Background: an optimization exercise with open tools, aiming at small area and few clock cycles per item. Do not read the settings as production practice. Only simulation tests tie the RTL to the original design; equivalence was not proved.

--- config.mk ---
export PLATFORM = sky130hd
export DESIGN_NAME = dw_conv
export DESIGN_NICKNAME = dw_conv
export VERILOG_FILES = /design/flow/design.v
export SDC_FILE = /design/flow/constraint.sdc
export NUM_CORES = 4
export LEC_CHECK = 0
export CAP_MARGIN = 20
export CELL_PAD_IN_SITES_DETAIL_PLACEMENT = 2
export CELL_PAD_IN_SITES_GLOBAL_PLACEMENT = 2
export CORE_MARGIN = 2
export CORE_UTILIZATION = 35
export PLACE_DENSITY = 0.5
export SLEW_MARGIN = 20
--- constraint.sdc ---
create_clock -name core_clock -period 6.0 [get_ports {clk}]
set_input_delay 1.2000 -clock core_clock [delete_from_list [all_inputs] [get_ports {clk}]]
set_output_delay 1.2000 -clock core_clock [all_outputs]
set_load 0.01 [all_outputs]
--- design.v ---
package dw_pkg;
    localparam int DATA_W = 8;                   
    localparam int COEF_W = 8;                   
    localparam int ACC_W  = 20;                  
    localparam int CH     = 4;                   
    localparam int PIX_W  = CH * DATA_W;         
    localparam int S1_W   = 17;                  
    localparam int S2_W   = 18;                  
    localparam int RES_W  = 19;                  
endpackage
`timescale 1ns/1ps
module dw_line_ram #(
    parameter int W = 32
) (
    input  logic         clk,
    input  logic [5:0]   seg_on,             
    input  logic         wr_en,
    input  logic [W-1:0] wr_data,
    output logic [W-1:0] h0,                 
    output logic [W-1:0] tail                
);
    logic [W-1:0] h1;
    logic [W-1:0] s0;
    logic [W-1:0] s1 [2];
    logic [W-1:0] s2 [4];
    logic [W-1:0] s3 [8];
    logic [W-1:0] s4 [16];
    logic [W-1:0] s5 [30];
    logic [W-1:0] o0, o1, o2, o3, o4, o5;
    assign o0 = seg_on[0] ? s0     : h1;
    assign o1 = seg_on[1] ? s1[1]  : o0;
    assign o2 = seg_on[2] ? s2[3]  : o1;
    assign o3 = seg_on[3] ? s3[7]  : o2;
    assign o4 = seg_on[4] ? s4[15] : o3;
    assign o5 = seg_on[5] ? s5[29] : o4;
    always_ff @(posedge clk) begin
        h0   <= wr_en ? wr_data : tail;
        h1   <= h0;
        s0   <= h1;
        s1[0] <= o0;
        for (int i = 1; i < 2; i++)  s1[i] <= s1[i-1];
        s2[0] <= o1;
        for (int i = 1; i < 4; i++)  s2[i] <= s2[i-1];
        s3[0] <= o2;
        for (int i = 1; i < 8; i++)  s3[i] <= s3[i-1];
        s4[0] <= o3;
        for (int i = 1; i < 16; i++) s4[i] <= s4[i-1];
        s5[0] <= o4;
        for (int i = 1; i < 30; i++) s5[i] <= s5[i-1];
        tail <= o5;
    end
endmodule
`timescale 1ns/1ps
module dw_row_buf (
    input  logic                    clk,
    input  logic [5:0]              seg_on,
    input  logic                    accept,
    input  logic [dw_pkg::PIX_W-1:0] pix_in,
    output logic [dw_pkg::PIX_W-1:0] col_bot,      
    output logic [dw_pkg::PIX_W-1:0] col_mid,      
    output logic [dw_pkg::PIX_W-1:0] col_top       
);
    logic [dw_pkg::PIX_W-1:0] row1_tail;
    logic [dw_pkg::PIX_W-1:0] row2_tail;
    logic [dw_pkg::PIX_W-1:0] top_q;
    dw_line_ram #(.W(dw_pkg::PIX_W)) row1_ram (
        .clk     (clk),
        .seg_on  (seg_on),
        .wr_en   (accept),
        .wr_data (pix_in),
        .h0      (col_bot),
        .tail    (row1_tail)
    );
    dw_line_ram #(.W(dw_pkg::PIX_W)) row2_ram (
        .clk     (clk),
        .seg_on  (seg_on),
        .wr_en   (accept),
        .wr_data (row1_tail),
        .h0      (col_mid),
        .tail    (row2_tail)
    );
    always_ff @(posedge clk) begin
        top_q <= row2_tail;
    end
    assign col_top = top_q;
endmodule
`timescale 1ns/1ps
module dw_window (
    input  logic       clk,
    input  logic       rstn,
    input  logic [6:0] row_len,
    input  logic       row_len_load,
    input  logic       accept,
    output logic       aligned,          
    output logic [5:0] seg_on,
    output logic       win_ok            
);
    logic [5:0] lm1_q;                   
    logic [5:0] phase_q;                 
    logic [5:0] col_q;
    logic [1:0] row_q;                   
    logic [5:0] lm3;
    logic       last_col;
    assign lm3 = 6'(row_len - 7'd3);
    assign last_col = (col_q == lm1_q);
    always_ff @(posedge clk or negedge rstn) begin
        if (!rstn) begin
            lm1_q   <= '0;
            seg_on  <= '0;
            phase_q <= '0;
            col_q   <= '0;
            row_q   <= '0;
        end else if (row_len_load) begin
            lm1_q   <= 6'(row_len - 7'd1);
            seg_on  <= lm3[5] ? {1'b1, 5'(lm3 - 6'd30)} : {1'b0, lm3[4:0]};
            phase_q <= '0;
            col_q   <= '0;
            row_q   <= '0;
        end else begin
            if (accept || phase_q == lm1_q) phase_q <= '0;
            else                            phase_q <= phase_q + 6'd1;
            if (accept) begin
                if (last_col) begin
                    col_q <= '0;
                    if (row_q != 2'd2) row_q <= row_q + 2'd1;
                end else begin
                    col_q <= col_q + 6'd1;
                end
            end
        end
    end
    assign aligned = (phase_q == 6'd0);
    assign win_ok  = row_q[1] & (col_q >= 6'd2);
endmodule
`timescale 1ns/1ps
module dw_weight_bank (
    input  logic                                       clk,
    input  logic                                       wcfg_we,
    input  logic [2:0]                                 wcfg_ch,
    input  logic [3:0]                                 wcfg_tap,
    input  logic [dw_pkg::COEF_W-1:0]                  wcfg_coef,
    output logic [dw_pkg::CH-1:0][8:0][dw_pkg::COEF_W-1:0] coefs
);
    always_ff @(posedge clk) begin
        for (int c = 0; c < dw_pkg::CH; c++) begin
            for (int t = 0; t < 9; t++) begin
                if (wcfg_we && wcfg_ch == 3'(c) && wcfg_tap == 4'(t)) begin
                    coefs[c][t] <= wcfg_coef;
                end
            end
        end
    end
endmodule
`timescale 1ns/1ps
module dw_mac (
    input  logic                                           clk,
    input  logic                                           rstn,
    input  logic                                           col_valid,    
    input  logic                                           col_win,      
    input  logic [dw_pkg::PIX_W-1:0]                       col_top,
    input  logic [dw_pkg::PIX_W-1:0]                       col_mid,
    input  logic [dw_pkg::PIX_W-1:0]                       col_bot,
    input  logic [dw_pkg::CH-1:0][8:0][dw_pkg::COEF_W-1:0] coefs,
    output logic [dw_pkg::CH*dw_pkg::ACC_W-1:0]            res_out,
    output logic                                           out_valid,
    input  logic                                           out_ready,
    output logic [1:0]                                     fill         
);
    localparam int CH = dw_pkg::CH;
    logic [CH-1:0][dw_pkg::S1_W-1:0]  s1_q;
    logic [CH-1:0][dw_pkg::S2_W-1:0]  s2_q;
    logic [CH-1:0][dw_pkg::S1_W-1:0]  s1_d;
    logic [CH-1:0][dw_pkg::S2_W-1:0]  s2_d;
    logic [CH-1:0][dw_pkg::RES_W-1:0] res_d;
    logic [CH-1:0][dw_pkg::RES_W-1:0] out_q;
    logic [CH-1:0][dw_pkg::RES_W-1:0] skid_q;
    logic                             out_v_q;
    logic                             skid_v_q;
    logic                             new_res;
    logic                             take;
    always_comb begin
        for (int c = 0; c < CH; c++) begin
            logic signed [7:0]  xt, xm, xb;
            logic signed [15:0] p [9];
            xt = col_top[8*c +: 8];
            xm = col_mid[8*c +: 8];
            xb = col_bot[8*c +: 8];
            for (int j = 0; j < 3; j++) begin
                p[j]     = xt * $signed(coefs[c][j]);
                p[3 + j] = xm * $signed(coefs[c][3 + j]);
                p[6 + j] = xb * $signed(coefs[c][6 + j]);
            end
            s1_d[c]  = p[0] + p[3] + p[6];
            s2_d[c]  = $signed(s1_q[c]) + p[1] + p[4] + p[7];
            res_d[c] = $signed(s2_q[c]) + p[2] + p[5] + p[8];
        end
    end
    always_ff @(posedge clk) begin
        if (col_valid) begin
            s1_q <= s1_d;
            s2_q <= s2_d;
        end
    end
    assign new_res = col_valid & col_win;
    assign take    = out_v_q & out_ready;
    always_ff @(posedge clk or negedge rstn) begin
        if (!rstn) begin
            out_v_q  <= 1'b0;
            skid_v_q <= 1'b0;
        end else begin
            if (!out_v_q || take) begin
                out_v_q  <= skid_v_q | new_res;
                skid_v_q <= skid_v_q & new_res;
            end else begin
                skid_v_q <= skid_v_q | new_res;
            end
        end
    end
    always_ff @(posedge clk) begin
        if (!out_v_q || take) begin
            if (skid_v_q) out_q <= skid_q;
            else if (new_res) out_q <= res_d;
        end
        if (new_res && (skid_v_q || (out_v_q && !take))) begin
            skid_q <= res_d;
        end
    end
    always_comb begin
        for (int c = 0; c < CH; c++) begin
            res_out[dw_pkg::ACC_W*c +: dw_pkg::ACC_W] = dw_pkg::ACC_W'($signed(out_q[c]));
        end
    end
    assign out_valid = out_v_q;
    assign fill      = 2'(out_v_q) + 2'(skid_v_q);
endmodule
`timescale 1ns/1ps
module dw_conv_top (
    input  logic                                  clk,
    input  logic                                  rstn,
    input  logic [dw_pkg::PIX_W-1:0]              pix_in,
    input  logic                                  in_valid,
    output logic                                  in_ready,
    output logic [dw_pkg::CH*dw_pkg::ACC_W-1:0]   res_out,
    output logic                                  out_valid,
    input  logic                                  out_ready,
    input  logic [6:0]                            row_len,
    input  logic                                  row_len_load,
    input  logic                                  wcfg_we,
    input  logic [2:0]                            wcfg_ch,
    input  logic [3:0]                            wcfg_tap,
    input  logic [dw_pkg::COEF_W-1:0]             wcfg_coef
);
    logic                                   aligned;
    logic [5:0]                             seg_on;
    logic                                   win_ok;
    logic                                   accept;
    logic                                   col_valid_q;
    logic                                   col_win_q;
    logic [1:0]                             fill;
    logic                                   space;
    logic [dw_pkg::PIX_W-1:0]               col_top, col_mid, col_bot;
    logic [dw_pkg::CH-1:0][8:0][dw_pkg::COEF_W-1:0] coefs;
    assign space    = (3'(fill) + 3'(col_valid_q & col_win_q)
                       - 3'(out_valid & out_ready)) <= 3'd1;
    assign in_ready = aligned & space;
    assign accept   = in_valid & in_ready;
    dw_window dw_window_inst (
        .clk          (clk),
        .rstn         (rstn),
        .row_len      (row_len),
        .row_len_load (row_len_load),
        .accept       (accept),
        .aligned      (aligned),
        .seg_on       (seg_on),
        .win_ok       (win_ok)
    );
    always_ff @(posedge clk or negedge rstn) begin
        if (!rstn) begin
            col_valid_q <= 1'b0;
            col_win_q   <= 1'b0;
        end else begin
            col_valid_q <= accept;
            col_win_q   <= win_ok;
        end
    end
    dw_row_buf dw_row_buf_inst (
        .clk     (clk),
        .seg_on  (seg_on),
        .accept  (accept),
        .pix_in  (pix_in),
        .col_bot (col_bot),
        .col_mid (col_mid),
        .col_top (col_top)
    );
    dw_weight_bank dw_weight_bank_inst (
        .clk       (clk),
        .wcfg_we   (wcfg_we),
        .wcfg_ch   (wcfg_ch),
        .wcfg_tap  (wcfg_tap),
        .wcfg_coef (wcfg_coef),
        .coefs     (coefs)
    );
    dw_mac dw_mac_inst (
        .clk       (clk),
        .rstn      (rstn),
        .col_valid (col_valid_q),
        .col_win   (col_win_q),
        .col_top   (col_top),
        .col_mid   (col_mid),
        .col_bot   (col_bot),
        .coefs     (coefs),
        .res_out   (res_out),
        .out_valid (out_valid),
        .out_ready (out_ready),
        .fill      (fill)
    );
endmodule
`timescale 1ns/1ps
module dw_conv (
    input  logic        clk,
    input  logic        rstn,
    input  logic [31:0] pix_in,
    input  logic        in_valid,
    output logic        in_ready,
    output logic [79:0] res_out,
    output logic        out_valid,
    input  logic        out_ready,
    input  logic [6:0]  row_len,
    input  logic        row_len_load,
    input  logic        wcfg_we,
    input  logic [2:0]  wcfg_ch,
    input  logic [3:0]  wcfg_tap,
    input  logic [7:0]  wcfg_coef
);
    dw_conv_top dw_conv_top_inst (
        .clk          (clk),
        .rstn         (rstn),
        .pix_in       (pix_in),
        .in_valid     (in_valid),
        .in_ready     (in_ready),
        .res_out      (res_out),
        .out_valid    (out_valid),
        .out_ready    (out_ready),
        .row_len      (row_len),
        .row_len_load (row_len_load),
        .wcfg_we      (wcfg_we),
        .wcfg_ch      (wcfg_ch),
        .wcfg_tap     (wcfg_tap),
        .wcfg_coef    (wcfg_coef)
    );
endmodule
--- run.sh ---
#!/bin/bash
# synth_recipe.tcl (not shown) runs the flow's synth.tcl, then flattens the netlist and writes it again
# the make line also repeats each setting of config.mk as NAME=value (left out here)
make -C /OpenROAD-flow-scripts/flow DESIGN_CONFIG=/design/flow/config.mk WORK_HOME=/design/flow/orfs CLKGATE_MAP_FILE= SYNTH_SCRIPT=/design/flow/synth_recipe.tcl finish
==> results by group <==
Outcome
  – Violated checks: negative setup slack
  – Status: complete, but fails checks

Logic synthesis
  – Synth Warn #: 15
  – Yosys reg bits: between 4000 and 5000
  – Count leader, synth: dfxtp_1
  – Sequential-to-total area share from yosys stat: approximately 48%
  – Synth Net Count: 20500
  – Synth top area share: 39.1%
  – Ys async rst share: 0.612%
  – Synth cell count leaders: dfxtp_1 (4128), inv_1 (3449), fa_1 (2912), nand2_1 (1216), and2_1 (1099)
  – EDFF count, synth: just under 600
  – Post-synth top flop: dfxtp_1
  – Yosys cell types: 70
  – Syn Area/Cell: roughly 13 um^2
  – Synth area leader: dfxtp_1
  – Syn Inst Count: approximately 17000
  – Mapped Area: approximately 0.21 mm^2
  – Ranking of synthesized cells by area: dfxtp_1 (39%), fa_1 (28%), edfxtp_1 (8.2%), ha_1 (6.2%), inv_1 (6.1%)

Timing
  – Final Setup Violations: 130
  – Slew @ Worst Pin: about 1.2 ns
  – Slew Limit Fails: 0
  – Final setup margin: -0.629 ns
  – Period utilisation layout: 110%
  – Slew headroom: 22.3%
  – Min Clock Period, post-route: 6.63 ns
  – Max Clock Skew: ~0.15 ns
  – Fin. Hold Viols: 0
  – Fmax: between 150 and 200 MHz
  – Unrepaired setup endpoints after global routing: true

Layout
  – Final #Nets: roughly 23000
  – Layout area overhead: 24.9%
  – Final std cells w/o fill: around 27000
  – Share of cells above drive strength 1: a little under a quarter
  – Final core utilization: about 44%
  – Fillers: a little under 60000
  – Post-route design area: ~0.26 mm^2

Placed design
  – GP Congestion: slightly below 0.8
  – DP HPWL: approximately 460000 um
  – Cell Area, Placed: between 0.2 and 0.25 mm^2
  – Port-buffer cells: 140
  – Post-Place Cells: roughly 26000

Clock network
  – TritonCTS clock tree: done
  – Hold Buf Count CTS: 0
  – TritonCTS Buffers: roughly 480
  – Max Buffers Root-to-Sink: 4
  – Worst skew pair latency: 1.10 ns
  – # H-tree levels: 5
  – Sink Count: 4737
  – Clock slew at reported path FFs: roughly 0.06 ns
  – CTS root buf: clkbuf_16

Floorplanning
  – # IOs: ~140
  – Horiz. Die Dim: about 780 um
  – Die H: a little under 800 um
  – Die Area: 0.610 mm^2
  – Initial core utilization: a little over a third
  – Core Footprint: ~0.6 mm^2
  – Num rows: 285

Worst setup path
  – CP top delay family: adder cells
  – Worst path slowest cell: fa_1
  – Critical Path Source Type: register
  – Worst path bufs/invs: 5
  – Crit path DAT: about 7.4 ns
  – FF-to-FF setup slack: -0.63 ns
  – CP Max Fanout: 5
  – Crit-path cells: buf_12 -> buf_12 -> and2_4 -> fa_1 -> fa_1 -> fa_1 -> fa_2 -> fa_1 -> fa_1 -> inv_1 -> fa_1 -> inv_2 -> ha_4 -> buf_6 -> and3_4 -> and2_4 -> a311o_1 -> a311o_1 -> xnor2_1 -> mux2_2
  – Most used cell, CP: fa_1
  – Worst path required time: around 6.7 ns
  – Slowest stage delay, CP: 0.56 ns
  – Setup Crit Path Kind: register to register
  – Critical Path Sink Type: register

Global routing
  – Vias in the first global route: roughly 140k
  – First-pass GRT wire length: 914000 um
  – GR Util All Layers: between 20% and 30%
  – Global route total overflow: 0
  – Initial antenna violation count: 88
  – Largest net degree at the start of global routing: 66

Routing
  – Post-route DRC: 0
  – Total Wirelength: roughly 610000 um
  – DRT met1 WL: 285000 um
  – WL met2: just under 300000 um
  – Vias: around 120k
  – Top Layer Used: met5
  – Pre-antenna DRT Iters: 7
  – DR WL met3: around 18000 um
  – Per-cell routed wire length: about 22 um
  – Vias per inst: 4.30
  – Antenna viol nets, final: 0
  – DRT iter0 DRCs: ~4200

Run
  – Max-Cap Viols: 0

Worst hold path
  – Worst Hold Class: register to register
[cell type report]
cell class              count  area [um^2]  share of cell area [%]
diodes                     37         92.6                  0.0351
clock buffers             684        14200                    5.39
clock inverters           207         2750                    1.04
inverters                3466        13100                    4.95
multi-input cells        8033       102000                    38.6
flip-flops and latches   4737       101000                    38.3
well taps                8036        10100                    3.81
repair buffers           2186        20900                    7.91
[logic make-up after synthesis]
family / Yosys count / share of synthesized area, %
buf+inv: 3756 / 6.70
compound gates: 408 / 1.24
flops: 4737 / 47.7
fa+ha+maj: 3959 / 33.8
xor+xnor: 365 / 1.51
mux: 444 / 2.42
simple gates: 2857 / 6.63
[through the flow]
stage | setup WS [ns] | hold WS [ns] | setup TNS, ns
after global placement | -1.01 | 0.309 | -65.71
final | -0.629 | 0.196 | -31.62
after global routing | -0.792 | 0.205 | -61.35
after floorplan | -0.227 | 0.310 | -0.983
after CTS | -0.739 | 0.195 | -39.57
after detailed placement | -0.999 | 0.313 | -70.99
[timing repair]
item                                     CTS  global route
endpoints found under the setup margin   163           172
gates resized for setup                 1160           577
pin swaps                                711           572
gates cloned                              13             6
buffers inserted                         281           190
[layout by cell type, fill, tap and decap left out, types with 115 or more instances in the layout]
| cell | synthesis | routed |
|---|---|---|
| and2_1 | 1099 | 980 |
| and2_4 | 0 | 115 |
| buf_12 | 0 | 214 |
| buf_4 | 4 | 1576 |
| buf_6 | 4 | 204 |
| clkbuf_16 | 0 | 497 |
| clkbuf_8 | 0 | 120 |
| clkdlybuf4s50_1 | 0 | 132 |
| dfxtp_1 | 4128 | 4055 |
| edfxtp_1 | 580 | 580 |
| fa_1 | 2912 | 2738 |
| fa_2 | 0 | 174 |
| ha_1 | 1046 | 915 |
| ha_4 | 0 | 121 |
| inv_1 | 3449 | 3176 |
| inv_2 | 0 | 259 |
| mux2_2 | 410 | 389 |
| nand2_1 | 1216 | 1109 |
| nor2_1 | 318 | 280 |
| xnor2_1 | 303 | 274 |
[worst paths after layout]
path                                                                      start                                              endpoint  cells after the start
min in group asynchronous                                                  rstn                  dw_conv_top_inst.dw_mac_inst.out_v_q                      2
max in group asynchronous                                                  rstn                          dw_conv_top_inst.col_valid_q                      2
hold reg to reg            dw_conv_top_inst.dw_row_buf_inst.row2_ram.s4[14][13]  dw_conv_top_inst.dw_row_buf_inst.row2_ram.s4[15][13]                      0
setup reg to reg                     dw_conv_top_inst.dw_row_buf_inst.top_q[29]                dw_conv_top_inst.dw_mac_inst.out_q[74]                     20
hold / removal             dw_conv_top_inst.dw_row_buf_inst.row2_ram.s4[14][13]  dw_conv_top_inst.dw_row_buf_inst.row2_ram.s4[15][13]                      0
setup / recovery                     dw_conv_top_inst.dw_row_buf_inst.top_q[29]                dw_conv_top_inst.dw_mac_inst.out_q[74]                     20
[routing by layer]
metal	global-route usage, %	vias to the layer above
li1	-	54000
met1	28.2	61800
met2	34.4	1307
met3	1.96	555
met4	3.68	2
met5	0	-
[sequential cells by signal (all words and copies together) (netlist names), 32 cells and up]
name / flops
dw_conv_top_inst.dw_row_buf_inst.row2_ram.tail: 32
dw_conv_top_inst.dw_mac_inst.s1_q: 68
dw_conv_top_inst.dw_mac_inst.out_q: 76
dw_conv_top_inst.dw_row_buf_inst.row2_ram.s4: 512
dw_conv_top_inst.dw_row_buf_inst.row2_ram.s0: 32
dw_conv_top_inst.dw_mac_inst.skid_q: 76
dw_conv_top_inst.dw_row_buf_inst.row2_ram.s1: 64
dw_conv_top_inst.dw_row_buf_inst.row2_ram.h0: 32
dw_conv_top_inst.dw_weight_bank_inst.coefs: 288
dw_conv_top_inst.dw_row_buf_inst.row1_ram.s5: 960
dw_conv_top_inst.dw_row_buf_inst.row2_ram.s2: 128
dw_conv_top_inst.dw_row_buf_inst.top_q: 32
dw_conv_top_inst.dw_row_buf_inst.row1_ram.h0: 32
dw_conv_top_inst.dw_row_buf_inst.row2_ram.s5: 960
dw_conv_top_inst.dw_row_buf_inst.row1_ram.s0: 32
dw_conv_top_inst.dw_row_buf_inst.row1_ram.s1: 64
dw_conv_top_inst.dw_row_buf_inst.row2_ram.s3: 256
dw_conv_top_inst.dw_row_buf_inst.row1_ram.tail: 32
dw_conv_top_inst.dw_row_buf_inst.row2_ram.h1: 32
dw_conv_top_inst.dw_row_buf_inst.row1_ram.s3: 256
dw_conv_top_inst.dw_mac_inst.s2_q: 72
dw_conv_top_inst.dw_row_buf_inst.row1_ram.h1: 32
dw_conv_top_inst.dw_row_buf_inst.row1_ram.s2: 128
dw_conv_top_inst.dw_row_buf_inst.row1_ram.s4: 512
Testbench counts, summed over its fixed seeds: cycles 34,786, items 26,996.

-- separate check: timing with driven ports --
No port has a modelled driver above. Below, the same layout with a new extraction and two added sets of constraints.
Step 1 assumes that a clkbuf_16 drives the clock port and a buf_2 every other input.
Step 2 moves the port delays by t, midway between the first and last clock arrival at a register: inputs arrive t later, outputs are due t later. That takes back most of the time a late clock gives input paths.
Slacks: no drivers / after step 1 / after step 2; pairs: no drivers / after step 1.
t, ns: 1.153
setup slack, ns: -0.629 / -0.629 / -0.629
latest minus earliest clock arrival (ns): 0.177 / 0.177
cell pins on the clock port's net: 1
The setup slack of this run moves by 0.000 ns with the drivers and by 0.000 ns with both steps.
